What follows belongs to an exercise in optimizing a design on an open flow for small area and a short achievable clock period; a production flow would make more cautious choices.
At most, simulation tests tie the RTL to the original design; equivalence was not proved.
Power and IR drop assume default switching activity.

==> flow/design.v (excerpt) <==
module vad_speech_segmenter #(
  parameter int unsigned COUNT_WIDTH = COUNT_WIDTH_DEF,
  parameter int unsigned PROB_WIDTH  = PROB_WIDTH_DEF,
  localparam int unsigned CfgWidth   = (COUNT_WIDTH > PROB_WIDTH) ? COUNT_WIDTH : PROB_WIDTH
) (
  input  logic                     clk_i,
  input  logic                     rst_ni,
  input  logic                     cfg_we_i,
  input  logic [CFG_IDX_WIDTH-1:0] cfg_idx_i,
  input  logic [CfgWidth-1:0]      cfg_data_i,
  input  logic                     in_valid_i,
  output logic                     in_stall_o,
  input  logic                     kind_i,
  input  logic [PROB_WIDTH-1:0]    speech_prob_i,
  input  logic [COUNT_WIDTH-1:0]   stream_length_i,
  output logic                     out_valid_o,
  input  logic                     out_stall_i,
  output logic [COUNT_WIDTH-1:0]   seg_start_o,
  output logic [COUNT_WIDTH-1:0]   seg_end_o,
  output logic [1:0]               end_reason_o
);
==> flow/config.mk <==
export PLATFORM = sky130hd
export DESIGN_NAME = vad_speech_segmenter
export DESIGN_NICKNAME = vad_speech_segmenter
export VERILOG_FILES = /design/flow/design.v
export SDC_FILE = /design/flow/constraint.sdc
export NUM_CORES = 4
export LEC_CHECK = 0
export CAP_MARGIN = 20
export CORE_MARGIN = 2
export CORE_UTILIZATION = 55
export CTS_BUF_LIST = sky130_fd_sc_hd__clkbuf_8
export CTS_CLUSTER_DIAMETER = 50
export CTS_CLUSTER_SIZE = 16
export SETUP_SLACK_MARGIN = 5
export SLEW_MARGIN = 20
==> flow/constraint.sdc <==
create_clock -name core_clock -period 9.5 [get_ports {clk_i}]
set_input_delay 1.9000 -clock core_clock [delete_from_list [all_inputs] [get_ports {clk_i}]]
set_output_delay 1.9000 -clock core_clock [all_outputs]
set_load 0.01 [all_outputs]
run.sh (not shown) runs the stock make flow with config.mk's settings and CLKGATE_MAP_FILE= SYNTH_SCRIPT=/design/flow/synth_recipe.tcl, a recipe that flattens the netlist after the stock synthesis.
Edit:
--- a/flow/design.v
+++ b/flow/design.v
@@ -170,19 +170,28 @@
         pend_q <= kind_i ? stream_len_i : ((win && split_hit) ? next_q : sil_s);
     end
   end
   assign res_start_o = resume_q;
   assign res_end_o   = pend_q;
   assign count_d = !step_i ? count_q : (kind_i ? '0 : next_q);
-  logic [WIN_WIDTH:0]               next_lo;
-  logic [COUNT_WIDTH-WIN_WIDTH-1:0] count_hi_inc;
-  logic [COUNT_WIDTH-1:0]           next_d;
-  assign next_lo      = {1'b0, count_d[WIN_WIDTH-1:0]} + {1'b0, window_d_i};
+  localparam int unsigned HI = COUNT_WIDTH - WIN_WIDTH;
+  localparam int unsigned LB = WIN_WIDTH / 2;
+  localparam int unsigned UB = WIN_WIDTH - LB;
+  logic [LB:0]            sum_b0;
+  logic [UB:0]            sum_b1_c0, sum_b1_c1;
+  logic                   carry_w;
+  logic [HI-1:0]          count_hi_inc;
+  logic [COUNT_WIDTH-1:0] next_d;
+  assign sum_b0       = {1'b0, count_d[LB-1:0]} + {1'b0, window_d_i[LB-1:0]};
+  assign sum_b1_c0    = {1'b0, count_d[WIN_WIDTH-1:LB]} + {1'b0, window_d_i[WIN_WIDTH-1:LB]};
+  assign sum_b1_c1    = {1'b0, count_d[WIN_WIDTH-1:LB]} + {1'b0, window_d_i[WIN_WIDTH-1:LB]} + 1'b1;
+  assign carry_w      = sum_b0[LB] ? sum_b1_c1[UB] : sum_b1_c0[UB];
   assign count_hi_inc = count_d[COUNT_WIDTH-1:WIN_WIDTH] + 1'b1;
-  assign next_d       = {next_lo[WIN_WIDTH] ? count_hi_inc : count_d[COUNT_WIDTH-1:WIN_WIDTH],
-                         next_lo[WIN_WIDTH-1:0]};
+  assign next_d       = {carry_w ? count_hi_inc : count_d[COUNT_WIDTH-1:WIN_WIDTH],
+                         sum_b0[LB] ? sum_b1_c1[UB-1:0] : sum_b1_c0[UB-1:0],
+                         sum_b0[LB-1:0]};
   always_ff @(posedge clk_i or negedge rst_ni) begin
     if (!rst_ni) begin
       count_q <= '0;
       next_nq <= ~COUNT_WIDTH'(WIN_RESET);
     end else begin
       count_q <= count_d;
Result: The changed run went through all stages and came out clean. Final area is higher by 2.3%. Utilization rose by 1.5 points. Area after synthesis stays flat. Hold slack gains 0.0057 ns. Critical path depth rose by 1. Routed wire length falls by 6.4%. Count of clock-buffer cells in the layout drops by 2.
No run of this note included a check of the RTL's function; only the layout flow was run.

red:
Another version of the RTL of vad_speech_segmenter (not shown whole).
Size in the first run: ~2,100 cells after synthesis, about 410 flip-flops, roughly 160 I/O pins, roughly 24,000 sq um of cells after synthesis.
==> flow/config.mk <==
export PLATFORM = sky130hd
export DESIGN_NAME = vad_speech_segmenter
export DESIGN_NICKNAME = vad_speech_segmenter
export VERILOG_FILES = /design/flow/design.v
export SDC_FILE = /design/flow/constraint.sdc
export NUM_CORES = 4
export LEC_CHECK = 0
export CAP_MARGIN = 5
export CORE_MARGIN = 2
export CORE_UTILIZATION = 65
export CTS_BUF_LIST = sky130_fd_sc_hd__clkbuf_8
export CTS_CLUSTER_DIAMETER = 50
export CTS_CLUSTER_SIZE = 16
export PLACE_DENSITY = 0.75
export SETUP_SLACK_MARGIN = 4.8
export SLEW_MARGIN = 5
==> flow/constraint.sdc <==
create_clock -name core_clock -period 9.5 [get_ports {clk_i}]
set_input_delay 1.9000 -clock core_clock [delete_from_list [all_inputs] [get_ports {clk_i}]]
set_output_delay 1.9000 -clock core_clock [all_outputs]
set_load 0.01 [all_outputs]
standard.sh (not shown) runs the stock make flow with config.mk's settings and CLKGATE_MAP_FILE= SYNTH_SCRIPT=/design/flow/synth_recipe.tcl, a recipe that flattens the netlist after the stock synthesis.
==> flow/flow/run.sh <==
#!/bin/bash
# Layout: the standard flow (standard.sh) with one change: buffer_ports, which puts a
# buffer on every input and output port, uses sky130_fd_sc_hd__buf_1 cells instead of the
# cell it picks by itself (the delay buffer clkdlybuf4s50_1). make's full output goes to
# orfs_make.log here; each tool's own log is under orfs/logs/.
set -euo pipefail
bash standard.sh "BUFFER_PORTS_ARGS=-buffer_cell sky130_fd_sc_hd__buf_1" finish > orfs_make.log 2>&1
red: no failed stages, no open violations at the end
Changes in blue relative to red:
-- flow/design.v --
<<< red, line 84
  input  logic [PROB_WIDTH-1:0]  gap_i,
  input  logic [WIN_WIDTH-1:0]   window_d_i,   
  input  logic [COUNT_WIDTH-1:0] min_sil_i,      
  input  logic                   min_sil_set_i,
  input  logic [COUNT_WIDTH-1:0] split_pause_i,
  input  logic [COUNT_WIDTH-1:0] min_speech_i,
  input  logic [COUNT_WIDTH-1:0] max_speech_i,   
  input  logic                   max_speech_set_i,
  output logic                   res_valid_o,
  output logic [1:0]             res_reason_o,
>>> blue, line 84
  input  logic [PROB_WIDTH-1:0]  gap_i,
  input  logic [WIN_WIDTH-1:0]   window_d_i,   
  input  logic [COUNT_WIDTH-1:0] min_sil_i,
  input  logic [COUNT_WIDTH-1:0] split_pause_i,
  input  logic [COUNT_WIDTH-1:0] min_speech_i,
  input  logic [COUNT_WIDTH-1:0] max_speech_i,
  output logic                   res_valid_o,
  output logic [1:0]             res_reason_o,
<<< red, line 134
    .nx_i(sil_s_n), .y_i(open_q), .k_i(min_speech_i), .borrow_i(b_run), .gt_o(msp_gt), .ge_o(msp_ge)
  );
  assign split_hit  = in_speech_q && max_speech_set_i && (max_speech_i != '1) && max_gt;
  assign long_pause = sil_valid_q && sp_gt;
  assign sil_ok     = !min_sil_set_i || (sil_valid_q ? msil_ge : (min_sil_i == '0));
  assign speech_ok  = msp_gt;
  assign win        = !kind_i;
>>> blue, line 132
    .nx_i(sil_s_n), .y_i(open_q), .k_i(min_speech_i), .borrow_i(b_run), .gt_o(msp_gt), .ge_o(msp_ge)
  );
  assign split_hit  = in_speech_q && (max_speech_i != '1) && max_gt;
  assign long_pause = sil_valid_q && sp_gt;
  assign sil_ok     = sil_valid_q ? msil_ge : (min_sil_i == '0);
  assign speech_ok  = msp_gt;
  assign win        = !kind_i;
<<< red, line 255
  logic [WIN_WIDTH-1:0]   window_q;
  logic [COUNT_WIDTH-1:0] min_sil_q, split_pause_q, min_speech_q, max_speech_q;
  logic                   min_sil_set_q, max_speech_set_q;
  logic                   in_valid_q;
  logic                   kind_q;
>>> blue, line 253
  logic [WIN_WIDTH-1:0]   window_q;
  logic [COUNT_WIDTH-1:0] min_sil_q, split_pause_q, min_speech_q, max_speech_q;
  logic                   in_valid_q;
  logic                   kind_q;
<<< red, line 272
      thresh_nq     <= ~(PROB_WIDTH'(THRESH_RESET));
      gap_q         <= PROB_WIDTH'(GAP_RESET);
      min_sil_set_q    <= 1'b0;
      split_pause_q <= COUNT_WIDTH'(SPLIT_PAUSE_RESET);
      min_speech_q  <= COUNT_WIDTH'(MIN_SPEECH_RESET);
      max_speech_set_q <= 1'b0;
    end else if (cfg_we_i) begin
      case (cfg_idx_i)
        CFG_THRESHOLD:   thresh_nq     <= ~cfg_data_i[PROB_WIDTH-1:0];
        CFG_GAP:         gap_q         <= cfg_data_i[PROB_WIDTH-1:0];
        CFG_MIN_SILENCE: min_sil_set_q    <= 1'b1;
        CFG_SPLIT_PAUSE: split_pause_q <= cfg_data_i[COUNT_WIDTH-1:0];
        CFG_MIN_SPEECH:  min_speech_q  <= cfg_data_i[COUNT_WIDTH-1:0];
        CFG_MAX_SPEECH:  max_speech_set_q <= 1'b1;
        default: ;
      endcase
    end
  end
  always_ff @(posedge clk_i) begin
    if (cfg_we_i && cfg_idx_i == CFG_MIN_SILENCE) min_sil_q    <= cfg_data_i[COUNT_WIDTH-1:0];
    if (cfg_we_i && cfg_idx_i == CFG_MAX_SPEECH)  max_speech_q <= cfg_data_i[COUNT_WIDTH-1:0];
  end
  assign window_d = (cfg_we_i && cfg_idx_i == CFG_WINDOW) ? cfg_data_i[WIN_WIDTH-1:0] : window_q;
  always_ff @(posedge clk_i or negedge rst_ni) begin
    if (!rst_ni) window_q <= WIN_RESET;
    else         window_q <= window_d;
  end
  always_ff @(posedge clk_i or negedge rst_ni) begin
    if (!rst_ni) begin
>>> blue, line 269
      thresh_nq     <= ~(PROB_WIDTH'(THRESH_RESET));
      gap_q         <= PROB_WIDTH'(GAP_RESET);
      window_q      <= WIN_RESET;
      min_sil_q     <= COUNT_WIDTH'(MIN_SIL_RESET);
      split_pause_q <= COUNT_WIDTH'(SPLIT_PAUSE_RESET);
      min_speech_q  <= COUNT_WIDTH'(MIN_SPEECH_RESET);
      max_speech_q  <= '1;
    end else if (cfg_we_i) begin
      case (cfg_idx_i)
        CFG_THRESHOLD:   thresh_nq     <= ~cfg_data_i[PROB_WIDTH-1:0];
        CFG_GAP:         gap_q         <= cfg_data_i[PROB_WIDTH-1:0];
        CFG_WINDOW:      window_q      <= cfg_data_i[WIN_WIDTH-1:0];
        CFG_MIN_SILENCE: min_sil_q     <= cfg_data_i[COUNT_WIDTH-1:0];
        CFG_SPLIT_PAUSE: split_pause_q <= cfg_data_i[COUNT_WIDTH-1:0];
        CFG_MIN_SPEECH:  min_speech_q  <= cfg_data_i[COUNT_WIDTH-1:0];
        CFG_MAX_SPEECH:  max_speech_q  <= cfg_data_i[COUNT_WIDTH-1:0];
        default: ;
      endcase
    end
  end
  assign window_d = (cfg_we_i && cfg_idx_i == CFG_WINDOW) ? cfg_data_i[WIN_WIDTH-1:0] : window_q;
  always_ff @(posedge clk_i or negedge rst_ni) begin
    if (!rst_ni) begin
<<< red, line 325
    .window_d_i     (window_d),
    .min_sil_i      (min_sil_q),
    .min_sil_set_i  (min_sil_set_q),
    .split_pause_i  (split_pause_q),
    .min_speech_i   (min_speech_q),
    .max_speech_i   (max_speech_q),
    .max_speech_set_i(max_speech_set_q),
    .res_valid_o    (res_valid),
    .res_reason_o   (res_reason),
>>> blue, line 316
    .window_d_i     (window_d),
    .min_sil_i      (min_sil_q),
    .split_pause_i  (split_pause_q),
    .min_speech_i   (min_speech_q),
    .max_speech_i   (max_speech_q),
    .res_valid_o    (res_valid),
    .res_reason_o   (res_reason),
Results
- Across both runs, share of the cycle needed by the critical path after routing was lower for blue than for red.
- The worst-margin pin slew in blue was higher than what red gave.
- Taking red as the reference, in blue share of cells above drive strength 1 increased by 5.2 points relative to the old numbers; final wirelength moved up; worst setup slack rose 120 ps.
- Global-route wire length before repair of blue exceeds that of red by a little under 10%.
- As far as synthesized area divided by synthesized cell count is concerned, blue and red perform about the same.
- blue vs red: flip-flop and latch count after synthesis down in blue
- Synthesized area: higher on blue
- blue: worst path buffer plus inverter count 2 below red
- Clock buffer count in the final layout shrinks by a few percent when moving from red to blue.

vad_speech_segmenter again, from the RTL that the note above started with.
==> module vad_speech_segmenter, before the edit <==
module vad_speech_segmenter #(
  parameter int unsigned COUNT_WIDTH = COUNT_WIDTH_DEF,
  parameter int unsigned PROB_WIDTH  = PROB_WIDTH_DEF,
  localparam int unsigned CfgWidth   = (COUNT_WIDTH > PROB_WIDTH) ? COUNT_WIDTH : PROB_WIDTH
) (
  input  logic                     clk_i,
  input  logic                     rst_ni,
  input  logic                     cfg_we_i,
  input  logic [CFG_IDX_WIDTH-1:0] cfg_idx_i,
  input  logic [CfgWidth-1:0]      cfg_data_i,
  input  logic                     in_valid_i,
  output logic                     in_stall_o,
  input  logic                     kind_i,
  input  logic [PROB_WIDTH-1:0]    speech_prob_i,
  input  logic [COUNT_WIDTH-1:0]   stream_length_i,
  output logic                     out_valid_o,
  input  logic                     out_stall_i,
  output logic [COUNT_WIDTH-1:0]   seg_start_o,
  output logic [COUNT_WIDTH-1:0]   seg_end_o,
  output logic [1:0]               end_reason_o
);
  logic [PROB_WIDTH-1:0]  thresh_nq, gap_q;   
  logic [WIN_WIDTH-1:0]   window_q;
  logic [COUNT_WIDTH-1:0] min_sil_q, split_pause_q, min_speech_q, max_speech_q;
  logic                   min_sil_set_q, max_speech_set_q;
  logic                   in_valid_q;
  logic                   kind_q;
  logic [COUNT_WIDTH-1:0] payload_q;
  logic                   out_valid_q;
  logic [1:0]             reason_q;
  logic                   advance;
  logic [WIN_WIDTH-1:0]   window_d;
  logic                   res_valid;
  logic [1:0]             res_reason;
  logic [COUNT_WIDTH-1:0] res_start, res_end;
  assign advance    = in_valid_q && (!out_valid_q || !out_stall_i);
  assign in_stall_o = in_valid_q && out_valid_q && out_stall_i;
  always_ff @(posedge clk_i or negedge rst_ni) begin
    if (!rst_ni) begin
      thresh_nq     <= ~(PROB_WIDTH'(THRESH_RESET));
      gap_q         <= PROB_WIDTH'(GAP_RESET);
      min_sil_set_q    <= 1'b0;
      split_pause_q <= COUNT_WIDTH'(SPLIT_PAUSE_RESET);
      min_speech_q  <= COUNT_WIDTH'(MIN_SPEECH_RESET);
      max_speech_set_q <= 1'b0;
    end else if (cfg_we_i) begin
      case (cfg_idx_i)
        CFG_THRESHOLD:   thresh_nq     <= ~cfg_data_i[PROB_WIDTH-1:0];
        CFG_GAP:         gap_q         <= cfg_data_i[PROB_WIDTH-1:0];
        CFG_MIN_SILENCE: min_sil_set_q    <= 1'b1;
        CFG_SPLIT_PAUSE: split_pause_q <= cfg_data_i[COUNT_WIDTH-1:0];
        CFG_MIN_SPEECH:  min_speech_q  <= cfg_data_i[COUNT_WIDTH-1:0];
        CFG_MAX_SPEECH:  max_speech_set_q <= 1'b1;
        default: ;
      endcase
    end
  end
  always_ff @(posedge clk_i) begin
    if (cfg_we_i && cfg_idx_i == CFG_MIN_SILENCE) min_sil_q    <= cfg_data_i[COUNT_WIDTH-1:0];
    if (cfg_we_i && cfg_idx_i == CFG_MAX_SPEECH)  max_speech_q <= cfg_data_i[COUNT_WIDTH-1:0];
  end
  assign window_d = (cfg_we_i && cfg_idx_i == CFG_WINDOW) ? cfg_data_i[WIN_WIDTH-1:0] : window_q;
  always_ff @(posedge clk_i or negedge rst_ni) begin
    if (!rst_ni) window_q <= WIN_RESET;
    else         window_q <= window_d;
  end
  always_ff @(posedge clk_i or negedge rst_ni) begin
    if (!rst_ni) begin
      in_valid_q <= 1'b0;
    end else if (!in_stall_o) begin
      in_valid_q <= in_valid_i;
    end
  end
  always_ff @(posedge clk_i) begin
    if (!in_stall_o) begin
      kind_q    <= kind_i;
      payload_q <= kind_i ? stream_length_i
                          : {stream_length_i[COUNT_WIDTH-1:PROB_WIDTH], speech_prob_i};
    end
  end
  vss_core #(
    .COUNT_WIDTH(COUNT_WIDTH),
    .PROB_WIDTH (PROB_WIDTH)
  ) u_core (
    .clk_i          (clk_i),
    .rst_ni         (rst_ni),
    .step_i         (advance),
    .kind_i         (kind_q),
    .prob_i         (payload_q[PROB_WIDTH-1:0]),
    .stream_len_i   (payload_q),
    .thresh_n_i     (thresh_nq),
    .gap_i          (gap_q),
    .window_d_i     (window_d),
    .min_sil_i      (min_sil_q),
    .min_sil_set_i  (min_sil_set_q),
    .split_pause_i  (split_pause_q),
    .min_speech_i   (min_speech_q),
    .max_speech_i   (max_speech_q),
    .max_speech_set_i(max_speech_set_q),
    .res_valid_o    (res_valid),
    .res_reason_o   (res_reason),
    .res_start_o    (res_start),
    .res_end_o      (res_end)
  );
  always_ff @(posedge clk_i or negedge rst_ni) begin
    if (!rst_ni) begin
      out_valid_q <= 1'b0;
    end else if (advance) begin
      out_valid_q <= res_valid;
    end else if (!out_stall_i) begin
      out_valid_q <= 1'b0;
    end
  end
  always_ff @(posedge clk_i) begin
    if (advance) reason_q <= res_reason;
  end
  assign out_valid_o  = out_valid_q;
  assign seg_start_o  = res_start;
  assign seg_end_o    = res_end;
  assign end_reason_o = reason_q;
endmodule
==> flow/config.mk <==
export PLATFORM = sky130hd
export DESIGN_NAME = vad_speech_segmenter
export DESIGN_NICKNAME = vad_speech_segmenter
export VERILOG_FILES = /design/flow/design.v
export SDC_FILE = /design/flow/constraint.sdc
export NUM_CORES = 4
export LEC_CHECK = 0
export CAP_MARGIN = 5
export CORE_MARGIN = 2
export CORE_UTILIZATION = 65
export CTS_BUF_LIST = sky130_fd_sc_hd__clkbuf_8
export CTS_CLUSTER_DIAMETER = 50
export CTS_CLUSTER_SIZE = 16
export PLACE_DENSITY = 0.75
export SETUP_SLACK_MARGIN = 5
export SLEW_MARGIN = 5
==> flow/constraint.sdc <==
create_clock -name core_clock -period 9.5 [get_ports {clk_i}]
set_input_delay 1.9000 -clock core_clock [delete_from_list [all_inputs] [get_ports {clk_i}]]
set_output_delay 1.9000 -clock core_clock [all_outputs]
set_load 0.01 [all_outputs]
Scripts as last shown in full above: flow/flow/run.sh
Rerun with:
--- a/flow/design.v
+++ b/flow/design.v
@@ -272,4 +272,5 @@
       thresh_nq     <= ~(PROB_WIDTH'(THRESH_RESET));
       gap_q         <= PROB_WIDTH'(GAP_RESET);
+      window_q      <= WIN_RESET;
       min_sil_set_q    <= 1'b0;
       split_pause_q <= COUNT_WIDTH'(SPLIT_PAUSE_RESET);
@@ -280,4 +281,5 @@
         CFG_THRESHOLD:   thresh_nq     <= ~cfg_data_i[PROB_WIDTH-1:0];
         CFG_GAP:         gap_q         <= cfg_data_i[PROB_WIDTH-1:0];
+        CFG_WINDOW:      window_q      <= cfg_data_i[WIN_WIDTH-1:0];
         CFG_MIN_SILENCE: min_sil_set_q    <= 1'b1;
         CFG_SPLIT_PAUSE: split_pause_q <= cfg_data_i[COUNT_WIDTH-1:0];
@@ -294,8 +296,4 @@
   assign window_d = (cfg_we_i && cfg_idx_i == CFG_WINDOW) ? cfg_data_i[WIN_WIDTH-1:0] : window_q;
   always_ff @(posedge clk_i or negedge rst_ni) begin
-    if (!rst_ni) window_q <= WIN_RESET;
-    else         window_q <= window_d;
-  end
-  always_ff @(posedge clk_i or negedge rst_ni) begin
     if (!rst_ni) begin
       in_valid_q <= 1'b0;
Outcome: The new run completed with no timing, DRC or antenna violations; core utilization falls by 0.67 points; cell area is lower slightly; sequential share of layout area went up by 0.20 points; die area increases slightly; clock power is lower by a little under a tenth; total power went down by a few percent.
Only the layout flow was run in the second run of this note; the RTL was not checked for function there.

re-timing with driven ports:
The results above use ideal ports. As a check the final layouts listed here were re-extracted and re-timed, cells and wires unchanged. Step 1 (the two cells are an assumption about what drives the block):
set clk [get_ports {clk_i}]
set_driving_cell -lib_cell sky130_fd_sc_hd__clkbuf_16 $clk
set_driving_cell -lib_cell sky130_fd_sc_hd__buf_2 [delete_from_list [all_inputs] $clk]
Step 2, shift: input delay + t, output delay - t, t = (earliest + latest rising clock arrival at the registers) / 2. This alone moves slack from input paths to output paths. Three values: no drivers, after step 1, after step 2; two values: the first two.
run | t (ns) | setup slack, ns | worst setup path at the end | worst data-port slew with drivers (ns)
the first run of note 1 | 0.712 | 4.955 / 4.897 / 4.185 | input to register | 0.17
the second run of note 1 | 0.718 | 4.615 / 4.623 / 3.905 | input to register | 0.07
red | 0.696 | 4.794 / 4.810 / 4.114 | input to register | 0.08
blue | 0.703 | 4.910 / 4.910 / 4.281 | input to register | 0.05
the first run of note 3 | 0.704 | 4.997 / 5.008 / 4.305 | input to register | 0.06
the second run of note 3 | 0.696 | 4.921 / 4.934 / 4.238 | input to register | 0.05
After both steps every run listed still meets setup and hold. For the first run of note 1, which loses most, drivers alone change the setup slack by -0.058 ns; drivers and shift together by -0.770 ns.
